Source: an optimization exercise on an open RTL-to-GDS flow (aim: small area). Production flows keep margins and buffers that such runs may drop. Function was checked by simulation only, so behaviour that the tests miss may differ from the original. No driver is modelled on the clock port, so clocking that relies on it looks cheaper here than on a real chip.

==> flow/design.v <==
`timescale 1ns/1ps
`default_nettype none
module snake_game_top (
    input  logic       clock_25,
    input  logic       reset,            
    input  logic       game_tik,
    input  logic       right_btn,
    input  logic       left_btn,
    output logic [6:0] head_x,
    output logic [6:0] head_y,
    output logic [6:0] fruit_x,
    output logic [6:0] fruit_y,
    output logic [7:0] score,
    output logic [3:0] snake_length,
    output logic [1:0] heading,
    output logic       game_over
);
    localparam logic [2:0] ST_IDLE = 3'd0, ST_WAIT = 3'd1, ST_MOVING = 3'd2, ST_MOVE_DONE = 3'd3,
                           ST_EATEN = 3'd4, ST_FRUIT_UPDATE = 3'd5, ST_COLLISION = 3'd6;
    function automatic logic [6:0] inc7(input logic [6:0] a);
        logic c;
        c = 1'b1;
        for (int k = 0; k < 7; k++) begin
            inc7[k] = a[k] ^ c;
            c = c & a[k];
        end
    endfunction
    function automatic logic [6:0] dec7(input logic [6:0] a);
        logic c;
        c = 1'b1;
        for (int k = 0; k < 7; k++) begin
            dec7[k] = a[k] ^ c;
            c = c & ~a[k];
        end
    endfunction
    function automatic logic [7:0] sub7(input logic [6:0] a, input logic [6:0] b);
        logic c;
        c = 1'b1;
        for (int k = 0; k < 7; k++) begin
            sub7[k] = a[k] ^ ~b[k] ^ c;
            c = (a[k] & ~b[k]) | (a[k] & c) | (~b[k] & c);
        end
        sub7[7] = ~c;
    endfunction
    function automatic logic [5:0] addsub6(input logic [5:0] a, input logic [5:0] b, input logic sub);
        logic c;
        logic bb;
        c = sub;
        for (int k = 0; k < 6; k++) begin
            bb = b[k] ^ sub;
            addsub6[k] = a[k] ^ bb ^ c;
            c = (a[k] & bb) | (a[k] & c) | (bb & c);
        end
    endfunction
    function automatic logic [3:0] add42(input logic [3:0] a, input logic b, input logic c);
        logic s0, s1, k;
        s0 = b ^ c;
        s1 = b & c;
        add42[0] = a[0] ^ s0;
        k = a[0] & s0;
        add42[1] = a[1] ^ s1 ^ k;
        k = (a[1] & s1) | (a[1] & k) | (s1 & k);
        add42[2] = a[2] ^ k;
        k = a[2] & k;
        add42[3] = a[3] ^ k;
    endfunction
    function automatic logic [3:0] inc4(input logic [3:0] a, input logic e);
        logic c;
        c = e;
        for (int k = 0; k < 4; k++) begin
            inc4[k] = a[k] ^ c;
            c = c & a[k];
        end
    endfunction
    logic [1:0] right_shift, left_shift;
    logic       right_pulse, left_pulse;
    always_ff @(posedge clock_25 or negedge reset) begin
        if (!reset) begin
            right_shift <= 2'b00;
            left_shift  <= 2'b00;
            right_pulse <= 1'b0;
            left_pulse  <= 1'b0;
        end else begin
            right_shift <= {right_shift[0], right_btn};
            left_shift  <= {left_shift[0], left_btn};
            right_pulse <= right_shift[0] & ~right_shift[1];
            left_pulse  <= left_shift[0] & ~left_shift[1];
        end
    end
    wire start_press = right_pulse | left_pulse;
    logic [2:0] state, next_state;
    logic       collision, fruit_eaten, fruit_bad;
    wire restart  = (state == ST_IDLE) || (state == ST_COLLISION);
    wire step     = state == ST_MOVE_DONE;
    wire eat      = state == ST_EATEN;
    wire resample = (state == ST_EATEN) || (state == ST_FRUIT_UPDATE);
    assign game_over = state == ST_COLLISION;
    always_comb begin
        next_state = state;
        case (state)
            ST_IDLE:         if (start_press) next_state = ST_WAIT;
            ST_WAIT:         if (game_tik) next_state = ST_MOVING;
            ST_MOVING:       next_state = ST_MOVE_DONE;
            ST_MOVE_DONE:    next_state = collision ? ST_COLLISION : fruit_eaten ? ST_EATEN : ST_WAIT;
            ST_EATEN:        next_state = ST_FRUIT_UPDATE;
            ST_FRUIT_UPDATE: if (!fruit_bad) next_state = ST_WAIT;
            ST_COLLISION:    if (start_press) next_state = ST_IDLE;
            default:         next_state = ST_IDLE;
        endcase
    end
    always_ff @(posedge clock_25 or negedge reset) begin
        if (!reset) state <= ST_IDLE;
        else        state <= next_state;
    end
    logic [1:0] turn;                
    always_ff @(posedge clock_25 or negedge reset) begin
        if (!reset)                         turn <= 2'b00;
        else if (restart)                   turn <= 2'b00;
        else if (right_pulse && left_pulse) turn <= 2'b00;
        else if (right_pulse)               turn <= 2'b10;
        else if (left_pulse)                turn <= 2'b01;
        else if (step)                      turn <= 2'b00;
    end
    logic [1:0] dir [0:13];
    always_ff @(posedge clock_25 or negedge reset) begin
        if (!reset)             heading <= 2'd0;
        else if (restart)       heading <= 2'd0;
        else if (turn != 2'b00) heading <= {~(dir[0][1] ^ dir[0][0]), dir[0][1] ^ turn[1]};
    end
    logic       grow_pending;        
    logic       len_sat;             
    logic [3:0] live;                
    assign snake_length = len_sat ? 4'd15 : 4'd6 + score[3:0];
    assign live = snake_length - 4'd1 - {3'b000, grow_pending};
    logic [6:0] next_x, next_y;
    always_comb begin
        next_x = head_x;
        next_y = head_y;
        case (heading)
            2'd0: next_x = inc7(head_x);
            2'd1: next_x = dec7(head_x);
            2'd2: next_y = dec7(head_y);
            default: next_y = inc7(head_y);
        endcase
    end
    wire wall_hit = (head_x == 7'd0   && heading == 2'd1)
                 || (head_x == 7'd123 && heading == 2'd0)
                 || (head_y == 7'd0   && heading == 2'd2)
                 || (head_y == 7'd80  && heading == 2'd3);
    always_comb begin
        head_x_d = head_x;
        head_y_d = head_y;
        if (restart) begin
            head_x_d = 7'd8;
            head_y_d = 7'd40;
        end else if (step && !collision) begin
            head_x_d = next_x;
            head_y_d = next_y;
        end
    end
    always_ff @(posedge clock_25) begin
        head_x <= head_x_d;
        head_y <= head_y_d;
    end
    always_ff @(posedge clock_25) begin
        if (step) begin
            dir[0] <= {heading[0] ^ heading[1], heading[0]};
            for (int i = 1; i < 14; i++) dir[i] <= dir[i-1];
        end
        if (restart)
            for (int i = 0; i < 5; i++) dir[i] <= 2'd0;
    end
    always_ff @(posedge clock_25) begin
        if (restart) begin
            grow_pending <= 1'b0;
            len_sat      <= 1'b0;
        end else if (eat) begin
            grow_pending <= ~len_sat;
            len_sat      <= len_sat | score[3];
        end else if (step) begin
            grow_pending <= 1'b0;
        end
    end
    logic [6:0] lfsr_x, lfsr_y;
    assign lfsr_x_d = {lfsr_x[5:0], lfsr_x[6] ^ lfsr_x[5]};
    assign lfsr_y_d = {lfsr_y[5:0], lfsr_y[6] ^ lfsr_y[5]};
    always_ff @(posedge clock_25 or negedge reset) begin
        if (!reset) begin
            lfsr_x <= 7'b0011100;
            lfsr_y <= 7'b0110000;
        end else begin
            lfsr_x <= lfsr_x_d;
            lfsr_y <= lfsr_y_d;
        end
    end
    always_ff @(posedge clock_25) begin
        if (restart) begin
            fruit_x <= 7'd8;
            fruit_y <= 7'd42;
        end else if (resample && (eat || fruit_bad)) begin
            fruit_x <= lfsr_x;
            fruit_y <= lfsr_y;
        end
    end
    logic [7:0] score_inc;
    always_comb begin
        logic c;
        c = 1'b1;
        for (int k = 0; k < 8; k++) begin
            score_inc[k] = score[k] ^ c;
            c = c & score[k];
        end
    end
    always_ff @(posedge clock_25 or negedge reset) begin
        if (!reset)       score <= 8'd0;
        else if (restart) score <= 8'd0;
        else if (eat)     score <= score_inc;
    end
    wire self_mode = state == ST_MOVING;
    logic [6:0] lfsr_x_d, lfsr_y_d, head_x_d, head_y_d;
    wire [7:0] fx = sub7(lfsr_x_d, head_x_d);
    wire [7:0] fy = sub7(lfsr_y_d, head_y_d);
    wire fx_near = (fx[7:4] == 4'b0000) || (fx[7:4] == 4'b1111);
    wire fy_near = (fy[7:4] == 4'b0000) || (fy[7:4] == 4'b1111);
    wire [5:0] fu = addsub6({fx[4], fx[4:0]}, {fy[4], fy[4:0]}, 1'b0);
    wire [5:0] fw = addsub6({fx[4], fx[4:0]}, {fy[4], fy[4:0]}, 1'b1);
    wire fu_near = fu[5] == fu[4];
    wire fw_near = fw[5] == fw[4];
    wire self_next = (state == ST_WAIT) && game_tik;
    logic       t_ok, t_par;
    logic [3:0] t_u, t_w;
    always_ff @(posedge clock_25) begin
        t_ok  <= self_next | (fx_near & fy_near & fu_near & fw_near);
        t_par <= ~self_next & fu[0];
        t_u   <= self_next ? 4'b1111 : ~fu[4:1];
        t_w   <= self_next ? 4'b1111 : ~fw[4:1];
    end
    logic [3:0] wu [0:7];
    logic [3:0] ww [0:7];
    logic       hit;
    always_comb begin
        wu[0] = t_u;
        ww[0] = t_w;
        for (int j = 0; j < 7; j++) begin
            wu[j+1] = add42(wu[j], dir[2*j][1], dir[2*j+1][1]);
            ww[j+1] = add42(ww[j], dir[2*j][0], dir[2*j+1][0]);
        end
        hit = 1'b0;
        for (int j = 0; j < 7; j++) begin
            if ((2*j < 5 || live > 4'(2*j)) && t_par == 1'b1
                && wu[j] == (dir[2*j][1] ? 4'(j - 1) : 4'(j))
                && ww[j] == (dir[2*j][0] ? 4'(j - 1) : 4'(j)))
                hit = 1'b1;
            if ((2*j+1 < 5 || live > 4'(2*j+1)) && t_par == 1'b0
                && wu[j+1] == 4'(j) && ww[j+1] == 4'(j))
                hit = 1'b1;
        end
        hit = hit & t_ok;
    end
    logic check;
    always_ff @(posedge clock_25)
        check <= hit | (~self_mode & (lfsr_x >= 7'd124 || lfsr_y >= 7'd81 || (t_ok && !t_par && t_u == 4'b1111 && t_w == 4'b1111)));
    assign fruit_eaten = (fruit_x == head_x) && (fruit_y == head_y);
    assign collision   = check | wall_hit;
    assign fruit_bad   = check;
endmodule
`default_nettype wire
==> flow/config.mk <==
export PLATFORM = sky130hd
export DESIGN_NAME = snake_game_top
export DESIGN_NICKNAME = snake_game_top
export VERILOG_FILES = /design/flow/design.v
export SDC_FILE = /design/flow/constraint.sdc
export NUM_CORES = 4
export LEC_CHECK = 0
export CAP_MARGIN = 20
export CORE_MARGIN = 2
export CORE_UTILIZATION = 40
export CTS_BUF_LIST = sky130_fd_sc_hd__clkbuf_8
export SLEW_MARGIN = 20
==> flow/constraint.sdc <==
create_clock -name core_clock -period 7.0 [get_ports {clock_25}]
set_input_delay 1.4000 -clock core_clock [delete_from_list [all_inputs] [get_ports {clock_25}]]
set_output_delay 1.4000 -clock core_clock [all_outputs]
set_load 0.01 [all_outputs]
standard.sh (not shown) runs the stock make flow with config.mk's settings and CLKGATE_MAP_FILE= SYNTH_SCRIPT=/design/flow/synth_recipe.tcl, a recipe that flattens the netlist after the stock synthesis.
==> flow/flow/run.sh <==
#!/bin/bash
# The standard layout flow (standard.sh) with two changes:
#  - synthesis: the final ABC technology mapping uses flow/abc_area.script (an
#    area-oriented mapping) instead of ORFS's abc_speed.script. Everything before it
#    (Yosys synth, flip-flop mapping, register names) is unchanged.
#  - placement: every input and output port still gets its own buffer, but a buf_1
#    (buffer_ports -buffer_cell) instead of the default pick.
# Floorplan, power grid, tap cells, CTS and routing are the standard ones.
set -euo pipefail
W=$(pwd)

# Synthesis script: synth_recipe.tcl, sourcing a copy of ORFS's synth.tcl in which the
# ABC script argument is replaced after synth_preamble.tcl has set it
sed -e "s#^source \$::env(SCRIPTS_DIR)/synth_preamble.tcl\$#&\nlset abc_args 1 $W/flow/abc_area.script#" \
    "$FLOW_HOME/scripts/synth.tcl" > "$W/synth_orfs_area.tcl"
grep -q "lset abc_args 1" "$W/synth_orfs_area.tcl"
sed -e "s#^source \$::env(SCRIPTS_DIR)/synth.tcl\$#source $W/synth_orfs_area.tcl#" \
    synth_recipe.tcl > "$W/synth_recipe_area.tcl"
grep -q "synth_orfs_area.tcl" "$W/synth_recipe_area.tcl"
sed -e "s#SYNTH_SCRIPT=[^ ]*#SYNTH_SCRIPT=$W/synth_recipe_area.tcl#" standard.sh > "$W/standard_area.sh"
grep -q "synth_recipe_area.tcl" "$W/standard_area.sh"

export BUFFER_PORTS_ARGS="-buffer_cell sky130_fd_sc_hd__buf_1"
bash "$W/standard_area.sh" > "$W/flow_make.log" 2>&1
==> flow/flow/abc_area.script <==
strash
ifraig
scorr
dc2
dretime
strash
&get -n
&dch -f
&nf -R 1000
&put
Edit:
==> flow/run.sh (new file) <==
#!/bin/bash
# synth_recipe.tcl (not shown) runs the flow's synth.tcl, then flattens the netlist and writes it again
# the make line also repeats each setting of config.mk as NAME=value (left out here)
make -C /OpenROAD-flow-scripts/flow DESIGN_CONFIG=/design/flow/config.mk WORK_HOME=/design/flow/orfs CLKGATE_MAP_FILE= SYNTH_SCRIPT=/design/flow/synth_recipe.tcl finish
--- a/flow/config.mk
+++ b/flow/config.mk
@@ -9,4 +9,3 @@
 export CORE_MARGIN = 2
 export CORE_UTILIZATION = 40
-export CTS_BUF_LIST = sky130_fd_sc_hd__clkbuf_8
 export SLEW_MARGIN = 20
removed: flow/flow/run.sh
removed: flow/flow/abc_area.script
removed: flow/standard.sh
The changed run passed the timing, design-rule and antenna checks.
Die area went up by 6.5%.
Flip-flop and latch count stays the same.
Final area went up by 10%.
Setup slack gets better by 0.32 ns.
Worst hold slack gets worse by 0.0095 ns.
Edit:
==> flow/flow/run.sh (new file) <==
#!/bin/bash
# The standard layout flow (standard.sh) with two changes:
#  - synthesis: the final ABC technology mapping uses flow/abc_area.script (an
#    area-oriented mapping) instead of ORFS's abc_speed.script. Everything before it
#    (Yosys synth, flip-flop mapping, register names) is unchanged.
#  - placement: every input and output port still gets its own buffer, but a buf_1
#    (buffer_ports -buffer_cell) instead of the default pick.
#  - CTS: the standard clock_tree_synthesis call, with clkbuf_8 buffers and without
#    dummy loads (-dont_use_dummy_load).
# Floorplan, power grid, tap cells, placement and routing are the standard ones.
set -euo pipefail
W=$(pwd)

# Synthesis script: synth_recipe.tcl, sourcing a copy of ORFS's synth.tcl in which the
# ABC script argument is replaced after synth_preamble.tcl has set it
sed -e "s#^source \$::env(SCRIPTS_DIR)/synth_preamble.tcl\$#&\nlset abc_args 1 $W/flow/abc_area.script#" \
    "$FLOW_HOME/scripts/synth.tcl" > "$W/synth_orfs_area.tcl"
grep -q "lset abc_args 1" "$W/synth_orfs_area.tcl"
sed -e "s#^source \$::env(SCRIPTS_DIR)/synth.tcl\$#source $W/synth_orfs_area.tcl#" \
    synth_recipe.tcl > "$W/synth_recipe_area.tcl"
grep -q "synth_orfs_area.tcl" "$W/synth_recipe_area.tcl"
sed -e "s#SYNTH_SCRIPT=[^ ]*#SYNTH_SCRIPT=$W/synth_recipe_area.tcl#" standard.sh > "$W/standard_area.sh"
grep -q "synth_recipe_area.tcl" "$W/standard_area.sh"

export BUFFER_PORTS_ARGS="-buffer_cell sky130_fd_sc_hd__buf_1"
export CTS_ARGS="-sink_clustering_enable -repair_clock_nets -dont_use_dummy_load -buf_list sky130_fd_sc_hd__clkbuf_8"
bash "$W/standard_area.sh" > "$W/flow_make.log" 2>&1
==> flow/flow/abc_area.script (new file) <==
strash
ifraig
scorr
dc2
dretime
strash
&get -n
&dch -f
&nf -R 1000
&put
==> flow/standard.sh (new file) <==
#!/bin/bash
# synth_recipe.tcl (not shown) runs the flow's synth.tcl, then flattens the netlist and writes it again
# the make line also repeats each setting of config.mk as NAME=value (left out here)
make -C /OpenROAD-flow-scripts/flow DESIGN_CONFIG=/design/flow/config.mk WORK_HOME=/design/flow/orfs CLKGATE_MAP_FILE= SYNTH_SCRIPT=/design/flow/synth_recipe.tcl "${@:-finish}"
--- a/flow/config.mk
+++ b/flow/config.mk
@@ -9,3 +9,4 @@
 export CORE_MARGIN = 2
 export CORE_UTILIZATION = 40
+export CTS_BUF_LIST = sky130_fd_sc_hd__clkbuf_8
 export SLEW_MARGIN = 20
removed: flow/run.sh
Effect: The new run completed with no timing, DRC or antenna violations. Critical path depth came out higher by 3. Core utilization came out lower by 1.6 points. Die area came out lower by 6.1%. Count of clock-buffer cells in the layout came out lower by 4. Wire length came out lower by about 3.6%. Worst hold slack improves by 0.0097 ns. Flip-flop and latch count does not change. Global-route usage came out higher by 0.47 points. Cell count came out lower by 2.5%. Worst setup slack degrades by 0.32 ns.
Edit:
==> flow/flow/run.sh (replaced) <==
#!/bin/bash
# The standard layout flow (standard.sh), with one change in synthesis: the final
# ABC technology mapping uses flow/abc_area.script (an area-oriented mapping) instead
# of ORFS's abc_speed.script. Everything before it (Yosys synth, flip-flop mapping,
# register names) and everything after it (floorplan to route) is unchanged.
set -euo pipefail
W=$(pwd)

# Synthesis script: synth_recipe.tcl, sourcing a copy of ORFS's synth.tcl in which the
# ABC script argument is replaced after synth_preamble.tcl has set it
sed -e "s#^source \$::env(SCRIPTS_DIR)/synth_preamble.tcl\$#&\nlset abc_args 1 $W/flow/abc_area.script#" \
    "$FLOW_HOME/scripts/synth.tcl" > "$W/synth_orfs_area.tcl"
grep -q "lset abc_args 1" "$W/synth_orfs_area.tcl"
sed -e "s#^source \$::env(SCRIPTS_DIR)/synth.tcl\$#source $W/synth_orfs_area.tcl#" \
    synth_recipe.tcl > "$W/synth_recipe_area.tcl"
grep -q "synth_orfs_area.tcl" "$W/synth_recipe_area.tcl"
sed -e "s#SYNTH_SCRIPT=[^ ]*#SYNTH_SCRIPT=$W/synth_recipe_area.tcl#" standard.sh > "$W/standard_area.sh"
grep -q "synth_recipe_area.tcl" "$W/standard_area.sh"

bash "$W/standard_area.sh" > "$W/flow_make.log" 2>&1
--- a/flow/config.mk
+++ b/flow/config.mk
@@ -9,4 +9,3 @@
 export CORE_MARGIN = 2
 export CORE_UTILIZATION = 40
-export CTS_BUF_LIST = sky130_fd_sc_hd__clkbuf_8
 export SLEW_MARGIN = 20
Effect: Worst setup slack is better by 0.077 ns; sequential share of layout area fell by 2.3 points; non-clock buffer count rose by 1; via count rose by 0.62%; wire length rose by about 1.1%.

==> what the ideal ports hide <==
No port has a modelled driver above. Below, the same layouts with a new extraction and two added sets of constraints. Step 1, drivers: a clkbuf_16 drives clock_25 and a buf_2 each remaining input, both assumed. Step 2 times the ports against the registers' clock, not the clock port: input delays grow and output delays shrink by t, the midpoint of the rising clock arrivals with the driver on. Slacks: ideal / step 1 / step 2; pairs: ideal / step 1.
| run | t (ns) | slack for setup (ns) | worst setup path at the end | worst register clock-pin slew, ns | worst slew at a driven data input, ns |
|---|---|---|---|---|---|
| the first run | 0.422 | 0.916 / 0.916 / 0.916 | register to register | 0.11 / 0.11 | 0.05 |
| the second run | 0.396 | 1.236 / 1.236 / 1.236 | register to register | 0.08 / 0.08 | 0.05 |
| the third run | 0.413 | 0.912 / 0.912 / 0.912 | register to register | 0.11 / 0.11 | 0.05 |
| the fourth run | 0.399 | 0.989 / 0.989 / 0.989 | register to register | 0.08 / 0.08 | 0.03 |
After both steps every run listed still meets setup and hold.
